This design comes from an exercise in tuning for small area, a short achievable clock period and few clock cycles per item on the open sky130 flow, not from production work. In this exercise RTL edits were held to simulation tests only and were not proved equivalent to the original.

## config.mk

```make
export PLATFORM = sky130hd
export DESIGN_NAME = digital_macro
export DESIGN_NICKNAME = digital_macro
export VERILOG_FILES = /design/flow/design.v
export SDC_FILE = /design/flow/constraint.sdc
export NUM_CORES = 4
export LEC_CHECK = 0
export CAP_MARGIN = 20
export CORE_MARGIN = 2
export CORE_UTILIZATION = 40
export SLEW_MARGIN = 20
```

## constraint.sdc

```tcl
create_clock -name core_clock -period 16.0 [get_ports {clk_i}]
set_input_delay 3.2000 -clock core_clock [delete_from_list [all_inputs] [get_ports {clk_i}]]
set_output_delay 3.2000 -clock core_clock [all_outputs]
set_load 0.01 [all_outputs]
```

## design.v

```verilog
package lagd_pkg;
    typedef logic [16-1:0] spin_t;
    typedef logic signed [12-1:0] local_energy_t;
    typedef logic signed [16-1:0] energy_t;
    typedef logic [4:0] icon_addr_t;
    typedef enum logic {
        DISP_IDLE,
        DISP_LOAD
    } disp_state_e;
    typedef enum logic [1:0] {
        FM_IDLE,
        FM_READ,
        FM_EVAL,
        FM_WAIT
    } fm_state_e;
endpackage
`timescale 1ns/1ps
module weight_dispatch (
    input  logic clk_i,
    input  logic rst_i,
    input  logic cand_valid_i,
    input  lagd_pkg::spin_t cand_spin_i,
    output logic cand_ready_o,
    input  logic weight_valid_i,
    input  logic [4*16*4-1:0] weight_i,
    input  logic [4*4-1:0] hbias_i,
    output logic weight_ready_o,
    input  logic acc_busy_i,
    output logic lane_valid_o,
    output lagd_pkg::spin_t lane_spin_o,
    output logic [4*16*4-1:0] lane_j_o,
    output logic [4*4-1:0] lane_h_o,
    output logic [4-1:0] lane_row_spin_o
);
    localparam int BEAT_BIT = ((16 / 4) > 1) ? $clog2((16 / 4)) : 1;
    lagd_pkg::disp_state_e state_q;
    logic [BEAT_BIT-1:0] beat_q;
    logic beat_last;
    logic beat_fire;
    lagd_pkg::spin_t spin_q;
    assign cand_ready_o = (state_q == lagd_pkg::DISP_IDLE);
    assign weight_ready_o = (state_q == lagd_pkg::DISP_LOAD) && !acc_busy_i;
    assign beat_fire = weight_valid_i && weight_ready_o;
    assign beat_last = (beat_q == BEAT_BIT'((16 / 4) - 1));
    assign lane_spin_o = spin_q;
    always_ff @(posedge clk_i) begin
        if (rst_i) begin
            state_q <= lagd_pkg::DISP_IDLE;
            beat_q <= '0;
            lane_valid_o <= 1'b0;
        end else begin
            lane_valid_o <= beat_fire;
            case (state_q)
                lagd_pkg::DISP_IDLE: begin
                    if (cand_valid_i) begin
                        state_q <= lagd_pkg::DISP_LOAD;
                        beat_q <= '0;
                    end
                end
                lagd_pkg::DISP_LOAD: begin
                    if (beat_fire) begin
                        beat_q <= beat_last ? '0 : beat_q + 1'b1;
                        if (beat_last) begin
                            state_q <= lagd_pkg::DISP_IDLE;
                        end
                    end
                end
                default: state_q <= lagd_pkg::DISP_IDLE;
            endcase
        end
    end
    always_ff @(posedge clk_i) begin
        if (cand_valid_i && cand_ready_o) begin
            spin_q <= cand_spin_i;
        end
        if (beat_fire) begin
            lane_j_o <= weight_i;
            lane_h_o <= hbias_i;
            for (int l = 0; l < 4; l++) begin
                lane_row_spin_o[l] <= spin_q[beat_q * 4 + l];
            end
        end
    end
endmodule
`timescale 1ns/1ps
module local_energy_unit (
    input  logic clk_i,
    input  logic rst_i,
    input  logic valid_i,
    input  lagd_pkg::spin_t spin_i,
    input  logic [16*4-1:0] j_row_i,
    input  logic signed [4-1:0] h_i,
    input  logic row_spin_i,
    output logic valid_o,
    output lagd_pkg::local_energy_t local_energy_o
);
    lagd_pkg::local_energy_t row_sum;
    lagd_pkg::local_energy_t j_ext;
    lagd_pkg::local_energy_t local_energy_d;
    always_comb begin
        row_sum = h_i;
        j_ext = '0;
        for (int j = 0; j < 16; j++) begin
            j_ext = signed'(j_row_i[j*4 +: 4]);
            if (spin_i[j]) begin
                row_sum = row_sum + j_ext;
            end else begin
                row_sum = row_sum - j_ext;
            end
        end
        local_energy_d = row_spin_i ? row_sum : -row_sum;
    end
    always_ff @(posedge clk_i) begin
        if (rst_i) begin
            valid_o <= 1'b0;
        end else begin
            valid_o <= valid_i;
        end
    end
    always_ff @(posedge clk_i) begin
        if (valid_i) begin
            local_energy_o <= local_energy_d;
        end
    end
endmodule
`timescale 1ns/1ps
module energy_accumulator (
    input  logic clk_i,
    input  logic rst_i,
    input  logic res_valid_i,
    input  lagd_pkg::local_energy_t [4-1:0] local_energy_i,
    output logic energy_valid_o,
    output lagd_pkg::energy_t energy_o,
    input  logic energy_ready_i,
    output logic busy_o
);
    localparam int CNT_BIT = ((16 / 4) > 1) ? $clog2((16 / 4)) : 1;
    logic [CNT_BIT-1:0] cnt_q;
    lagd_pkg::energy_t total_q;
    lagd_pkg::energy_t beat_sum;
    lagd_pkg::energy_t lane_ext;
    always_comb begin
        beat_sum = '0;
        lane_ext = '0;
        for (int l = 0; l < 4; l++) begin
            lane_ext = {{(16-12){local_energy_i[l][12-1]}}, local_energy_i[l]};
            beat_sum = beat_sum + lane_ext;
        end
    end
    always_ff @(posedge clk_i) begin
        if (rst_i) begin
            cnt_q <= '0;
            total_q <= '0;
            energy_valid_o <= 1'b0;
        end else if (energy_valid_o && energy_ready_i) begin
            cnt_q <= '0;
            total_q <= '0;
            energy_valid_o <= 1'b0;
        end else if (res_valid_i && !energy_valid_o) begin
            total_q <= total_q + beat_sum;
            if (cnt_q == CNT_BIT'((16 / 4) - 1)) begin
                cnt_q <= '0;
                energy_valid_o <= 1'b1;
            end else begin
                cnt_q <= cnt_q + 1'b1;
            end
        end
    end
    assign energy_o = total_q;
    assign busy_o = energy_valid_o;
endmodule
`timescale 1ns/1ps
module flip_manager (
    input  logic clk_i,
    input  logic rst_i,
    input  logic config_valid_i,
    input  lagd_pkg::spin_t config_spin_initial_i,
    output logic config_ready_o,
    input  logic cmpt_en_i,
    input  logic en_comparison_i,
    output logic cmpt_idle_o,
    output logic flip_ren_o,
    output lagd_pkg::icon_addr_t flip_raddr_o,
    input  lagd_pkg::icon_addr_t icon_last_raddr_plus_one_i,
    input  lagd_pkg::spin_t flip_rdata_i,
    output logic cand_valid_o,
    output lagd_pkg::spin_t cand_spin_o,
    input  logic cand_ready_i,
    input  logic energy_valid_i,
    input  lagd_pkg::energy_t energy_i,
    output logic energy_ready_o,
    output lagd_pkg::spin_t spin_o,
    output lagd_pkg::energy_t energy_o
);
    lagd_pkg::fm_state_e state_q;
    lagd_pkg::icon_addr_t raddr_q;
    logic first_q;
    logic rd_pend_q;
    logic accept;
    lagd_pkg::spin_t spin_q;
    lagd_pkg::spin_t cand_q;
    lagd_pkg::energy_t best_q;
    assign config_ready_o = (state_q == lagd_pkg::FM_IDLE);
    assign cmpt_idle_o = (state_q == lagd_pkg::FM_IDLE);
    assign flip_ren_o = (state_q == lagd_pkg::FM_READ) && !rd_pend_q;
    assign flip_raddr_o = raddr_q;
    assign cand_valid_o = (state_q == lagd_pkg::FM_EVAL);
    assign cand_spin_o = cand_q;
    assign energy_ready_o = (state_q == lagd_pkg::FM_WAIT);
    assign spin_o = spin_q;
    assign energy_o = best_q;
    assign accept = first_q || !en_comparison_i || ($signed(energy_i) < $signed(best_q));
    always_ff @(posedge clk_i) begin
        if (rst_i) begin
            state_q <= lagd_pkg::FM_IDLE;
            raddr_q <= '0;
            first_q <= 1'b0;
            rd_pend_q <= 1'b0;
        end else begin
            case (state_q)
                lagd_pkg::FM_IDLE: begin
                    if (cmpt_en_i) begin
                        state_q <= lagd_pkg::FM_EVAL;
                        raddr_q <= '0;
                        first_q <= 1'b1;
                    end
                end
                lagd_pkg::FM_READ: begin
                    if (!rd_pend_q) begin
                        rd_pend_q <= 1'b1;
                        raddr_q <= raddr_q + 1'b1;
                    end else begin
                        rd_pend_q <= 1'b0;
                        state_q <= lagd_pkg::FM_EVAL;
                    end
                end
                lagd_pkg::FM_EVAL: begin
                    if (cand_ready_i) begin
                        state_q <= lagd_pkg::FM_WAIT;
                    end
                end
                lagd_pkg::FM_WAIT: begin
                    if (energy_valid_i) begin
                        first_q <= 1'b0;
                        if (raddr_q < icon_last_raddr_plus_one_i) begin
                            state_q <= lagd_pkg::FM_READ;
                        end else begin
                            state_q <= lagd_pkg::FM_IDLE;
                        end
                    end
                end
                default: state_q <= lagd_pkg::FM_IDLE;
            endcase
        end
    end
    always_ff @(posedge clk_i) begin
        if (config_valid_i && config_ready_o) begin
            spin_q <= config_spin_initial_i;
        end else if (state_q == lagd_pkg::FM_WAIT && energy_valid_i && accept) begin
            spin_q <= cand_q;
        end
        if (state_q == lagd_pkg::FM_WAIT && energy_valid_i && accept) begin
            best_q <= energy_i;
        end
        if (state_q == lagd_pkg::FM_IDLE && cmpt_en_i) begin
            cand_q <= spin_q;
        end else if (state_q == lagd_pkg::FM_READ && rd_pend_q) begin
            cand_q <= spin_q ^ flip_rdata_i;
        end
    end
endmodule
`timescale 1ns/1ps
module digital_macro (
    input  logic clk_i,
    input  logic rst_i,
    input  logic config_valid_i,
    input  lagd_pkg::spin_t config_spin_initial_i,
    output logic config_ready_o,
    input  logic cmpt_en_i,
    input  logic en_comparison_i,
    output logic cmpt_idle_o,
    output logic flip_ren_o,
    output lagd_pkg::icon_addr_t flip_raddr_o,
    input  lagd_pkg::icon_addr_t icon_last_raddr_plus_one_i,
    input  lagd_pkg::spin_t flip_rdata_i,
    input  logic weight_valid_i,
    output logic weight_ready_o,
    input  logic [4*16*4-1:0] weight_i,
    input  logic [4*4-1:0] hbias_i,
    output lagd_pkg::spin_t spin_o,
    output lagd_pkg::energy_t energy_o
);
    localparam int ROW_BIT = 16 * 4;
    logic cand_valid;
    logic cand_ready;
    lagd_pkg::spin_t cand_spin;
    logic acc_busy;
    logic lane_valid;
    lagd_pkg::spin_t lane_spin;
    logic [4*ROW_BIT-1:0] lane_j;
    logic [4*4-1:0] lane_h;
    logic [4-1:0] lane_row_spin;
    logic [4-1:0] lane_res_valid;
    lagd_pkg::local_energy_t [4-1:0] lane_energy;
    logic energy_valid;
    logic energy_ready;
    lagd_pkg::energy_t energy;
    weight_dispatch u_dispatch (
        .clk_i           (clk_i),
        .rst_i           (rst_i),
        .cand_valid_i    (cand_valid),
        .cand_spin_i     (cand_spin),
        .cand_ready_o    (cand_ready),
        .weight_valid_i  (weight_valid_i),
        .weight_i        (weight_i),
        .hbias_i         (hbias_i),
        .weight_ready_o  (weight_ready_o),
        .acc_busy_i      (acc_busy),
        .lane_valid_o    (lane_valid),
        .lane_spin_o     (lane_spin),
        .lane_j_o        (lane_j),
        .lane_h_o        (lane_h),
        .lane_row_spin_o (lane_row_spin)
    );
    for (genvar l = 0; l < 4; l++) begin : gen_lane
        local_energy_unit u_lane (
            .clk_i          (clk_i),
            .rst_i          (rst_i),
            .valid_i        (lane_valid),
            .spin_i         (lane_spin),
            .j_row_i        (lane_j[l*ROW_BIT +: ROW_BIT]),
            .h_i            (lane_h[l*4 +: 4]),
            .row_spin_i     (lane_row_spin[l]),
            .valid_o        (lane_res_valid[l]),
            .local_energy_o (lane_energy[l])
        );
    end
    energy_accumulator u_accumulator (
        .clk_i          (clk_i),
        .rst_i          (rst_i),
        .res_valid_i    (&lane_res_valid),
        .local_energy_i (lane_energy),
        .energy_valid_o (energy_valid),
        .energy_o       (energy),
        .energy_ready_i (energy_ready),
        .busy_o         (acc_busy)
    );
    flip_manager u_flip_manager (
        .clk_i                      (clk_i),
        .rst_i                      (rst_i),
        .config_valid_i             (config_valid_i),
        .config_spin_initial_i      (config_spin_initial_i),
        .config_ready_o             (config_ready_o),
        .cmpt_en_i                  (cmpt_en_i),
        .en_comparison_i            (en_comparison_i),
        .cmpt_idle_o                (cmpt_idle_o),
        .flip_ren_o                 (flip_ren_o),
        .flip_raddr_o               (flip_raddr_o),
        .icon_last_raddr_plus_one_i (icon_last_raddr_plus_one_i),
        .flip_rdata_i               (flip_rdata_i),
        .cand_valid_o               (cand_valid),
        .cand_spin_o                (cand_spin),
        .cand_ready_i               (cand_ready),
        .energy_valid_i             (energy_valid),
        .energy_i                   (energy),
        .energy_ready_o             (energy_ready),
        .spin_o                     (spin_o),
        .energy_o                   (energy_o)
    );
endmodule
```

## run.sh

```bash
#!/bin/bash
# synth_recipe.tcl (not shown) runs the flow's synth.tcl, then flattens the netlist and writes it again
# the make line also repeats each setting of config.mk as NAME=value (left out here)
make -C /OpenROAD-flow-scripts/flow DESIGN_CONFIG=/design/flow/config.mk WORK_HOME=/design/flow/orfs CLKGATE_MAP_FILE= SYNTH_SCRIPT=/design/flow/synth_recipe.tcl finish
```

==> qor.csv <==
stage,metric,value,unit
floorplanning,Std-Cell Rows,130,
timing,period utilization,87.2,%
synthesis,Post-Syn Instances,5652,
routing,DRC violations left,0,
global_route,number of global-route vias before repair,39574,
global_route,GR Overflow Total,0,
routing,Post-Route WL,135000,um
floorplanning,Starting Density,40.2,%
timing,clk_skew,34.7,ps
placement,RD Place Congestion,0.871,
clock_tree,"Setup Fix Bufs, Post-CTS",0,
critical_path,crit path max fanout,18,
placement,DP Wirelength,113000,um
synthesis,number of distinct library cells after synthesis,76,
critical_path,CP Data Required Time,16400,ps
critical_path,startpoint types,flip-flop,
synthesis,largest cells by area after synthesis,"edfxtp_1 (23%), ha_1 (22%), xnor2_1 (9.8%)",
outcome,status,no timing/DRC/antenna violations,
clock_tree,"Hold-fix buffers, CTS",0,
synthesis,Mapped Avg Cell Area,8.93,sq um
synthesis,syn_nets,6960,
routing,Final ANT Viol Nets,0,
synthesis,Synth area leader,edfxtp_1,
timing,RSZ-0062 raised after global routing,no,
synthesis,"FF+latch count, synth",421,
floorplanning,IO Pins,356,
cells_and_area,fraction of layout cells with a size suffix above 1,4.13,%
timing,Max Clock Freq,0.0717,GHz
synthesis,Main synth FF type,edfxtp_1,
timing,"Hold Vio Cnt, Final",0,
routing,Vias/cell,5.19,
global_route,GR Layer Usage met3,2.15,%
clock_tree,CTS tree,yes,
timing,Slew headroom,4.83,%
timing,crit path time final,13950,ps
clock_tree,H-Tree Level Count,2,
clock_tree,CTS max path bufs,3,
placement,# port buffers,355,
timing,max-slew violations,0,
timing,hold slack,461,ps
routing,vias,40038,
cells_and_area,P&R area growth vs syn,14.6,%
synthesis,number of synthesized flops with an enable pin,388,
timing,setup TNS,0,ps
global_route,met2 usage,35.6,%
global_route,met1 GRT Util,27.5,%
synthesis,Synth warnings,4,
clock_tree,CTS Sinks,421,
synthesis,sequential element share of the synthesized area,24.4,%
floorplanning,Chip Height,359,um
critical_path,CP Capture Type,flip-flop,
cells_and_area,nets@finish,7325,
floorplanning,core area,125000,sq um
routing,Pre-antenna DRT Iters,5,
clock_tree,Root Driver,clkbuf_16,
critical_path,critical path's largest stage delay,630,ps
critical_path,Slowest cell on crit path,fa_1,
synthesis,Async SR Flop Fraction,0,%
routing,drt initial violations,2184,
timing,final setup vio count,0,
synthesis,most frequent cell after synthesis,ha_1,
floorplanning,Die ar.,129000,sq um
critical_path,Crit Path Class,flip-flop to flip-flop,
timing,Final Worst Setup Slack,2050,ps
global_route,layer with the highest usage,met2,
placement,DP Worst Slack,2010,ps
clock_tree,Worst-path clk slew,60,ps
synthesis,most frequent cells after synthesis,"ha_1 (900), inv_1 (622), a21oi_1 (580), xnor2_1 (567), nor2_1 (475)",
timing,worst-margin pin slew,1430,ps
clock_tree,post-cts sizing count,0,
clock_tree,TritonCTS Buffers,53,
global_route,Tot GR Track Use,20.6,%
floorplanning,Die X-Extent,359,um
worst_hold_path,Hold Crit Class,flip-flop to flip-flop,
synthesis,Syn Std Cell Area,50500,sq um
critical_path,CP arrival,14350,ps
global_route,initial antenna violation count,3,
routing,DR WL/cell,17.5,um
global_route,global-route wire length before repair,211000,um
synthesis,Synth top area share,23.1,%
job,max cap viols,0,
global_route,pin count of the biggest net entering global routing,171,
clock_tree,Clock Latency Late Sink,660,ps
## routing by layer
layer	up-vias	wire length [um]
met5	-	0
met4	0	2990
met3	127	5180
met2	640	63900
met1	18667	63000
li1	20604	-
## area by class of cell
cell class / count / area, sq um
inverters: 622 / 2330
repair buffers: 384 / 3780
multi-input cells: 4535 / 35500
fillers: 12055 / 67500
well taps: 1650 / 2060
diodes: 6 / 15.0
flip-flops and latches: 421 / 12300
clock buffers: 63 / 1380
clock inverters: 34 / 430
## cell usage in the layout, fill, tap and decap left out, types with 13 or more instances in the layout
master,n
a211oi_1,36
a21o_1,136
a21oi_1,579
a31oi_1,39
and3_1,36
buf_4,28
clkbuf_16,53
clkdlybuf4s50_1,355
dfxtp_1,32
edfxtp_1,388
fa_1,93
ha_1,900
inv_1,622
mux2_2,84
nand2_1,271
nand2b_1,94
nand3_1,121
nor2_1,475
nor2b_1,73
nor3_1,71
o21a_1,53
o21ai_0,267
o21ai_1,15
o21ba_2,14
o21bai_1,169
o41ai_1,13
or2_2,15
or3_1,82
xnor2_1,566
xor2_1,200
## critical path: cells and delay by family (launching register included)
family / cells / cell delay [ps]
multiplexers: 1 / 380
AO/OA/AOI/OAI: 9 / 2120
buffers and inverters: 3 / 520
AND/OR/NAND/NOR: 9 / 1130
flip-flops: 1 / 590
adder cells (fa/ha/maj): 16 / 6400
XOR/XNOR: 12 / 2590
## state kept, by name (all words and copies together) (netlist names)
| register | cells |
|---|---|
| u_flip_manager.state_q | 2 |
| gen_lane.u_lane.local_energy_o | 48 |
| u_dispatch.beat_q | 2 |
| u_dispatch.spin_q | 16 |
| u_flip_manager.best_q | 16 |
| u_flip_manager.first_q | 1 |
| u_dispatch.lane_j_o | 256 |
| u_flip_manager.rd_pend_q | 1 |
| u_dispatch.lane_h_o | 16 |
| u_accumulator.cnt_q | 2 |
| u_accumulator.total_q | 16 |
| u_dispatch.state_q | 1 |
| u_accumulator.energy_valid_o | 1 |
| u_flip_manager.spin_q | 16 |
| u_flip_manager.raddr_q | 5 |
| u_dispatch.lane_row_spin_o | 4 |
| u_dispatch.lane_valid_o | 1 |
| u_flip_manager.cand_q | 16 |
| gen_lane.u_lane.valid_o | 1 |
## per-stage QoR
stage | utilization, % | instance area (sq um) | instances
5_1_grt | 46.1 | 57900 | 7709
3_3_place_gp | 44.7 | 56000 | 7612
6_report | 46.1 | 57900 | 7715
3_5_place_dp | 44.7 | 56000 | 7612
2_1_floorplan | - | 50500 | 5652
4_1_cts | 46.1 | 57900 | 7709
## kinds of logic (layout without fill, tap and decap cells)
logic type      count (synthesis)  after routing  synth area share (%)
buf+inv                       696           1103                  5.23
fa+ha+maj                     993            993                  26.0
other cells                     0              6                     0
flops                         421            421                  24.4
simple gates                 1271           1271                  11.6
xor+xnor                      779            779                  13.8
compound gates               1401           1401                  16.8
mux                            91             91                  2.11
## path summary, 6_finish.rpt
path	from	depth (start not counted)	endpoint	slack [ps]
min	u_accumulator.cnt_q[1]	2	u_accumulator.cnt_q[1]	460
max	u_dispatch.spin_q[0]	50	gen_lane[2].u_lane.local_energy_o[11]	2050
max reg2reg	u_dispatch.spin_q[0]	50	gen_lane[2].u_lane.local_energy_o[11]	2050
min reg2reg	u_accumulator.cnt_q[1]	2	u_accumulator.cnt_q[1]	460
Testbench counts, summed over its fixed seeds: cycles 39,248, items 3,944.

static timing again, ports no longer ideal:
In the flow no input, the clock included, has a driving cell. The finished layout below was timed again as built, in two steps. Step 1, drivers: a clkbuf_16 drives clk_i and a buf_2 each remaining input, both assumed. Step 2 also shifts input and output timing later by t, the mid clock arrival at the registers, as if the neighbouring blocks saw the same clock. a / b / c = ideal / step 1 / step 2; a / b = the first two.
t, ns: 0.724
slack for setup (ns): 2.052 / 2.052 / 2.052
slew at the worst register clock pin (ns): 0.07 / 0.07
worst slew at a driven data input, ns: 0.09
cell pins on the clock port's net: 1
After both steps this run still meets setup and hold. For this run, drivers alone change the setup slack by 0.000 ns; drivers and shift together by 0.000 ns.
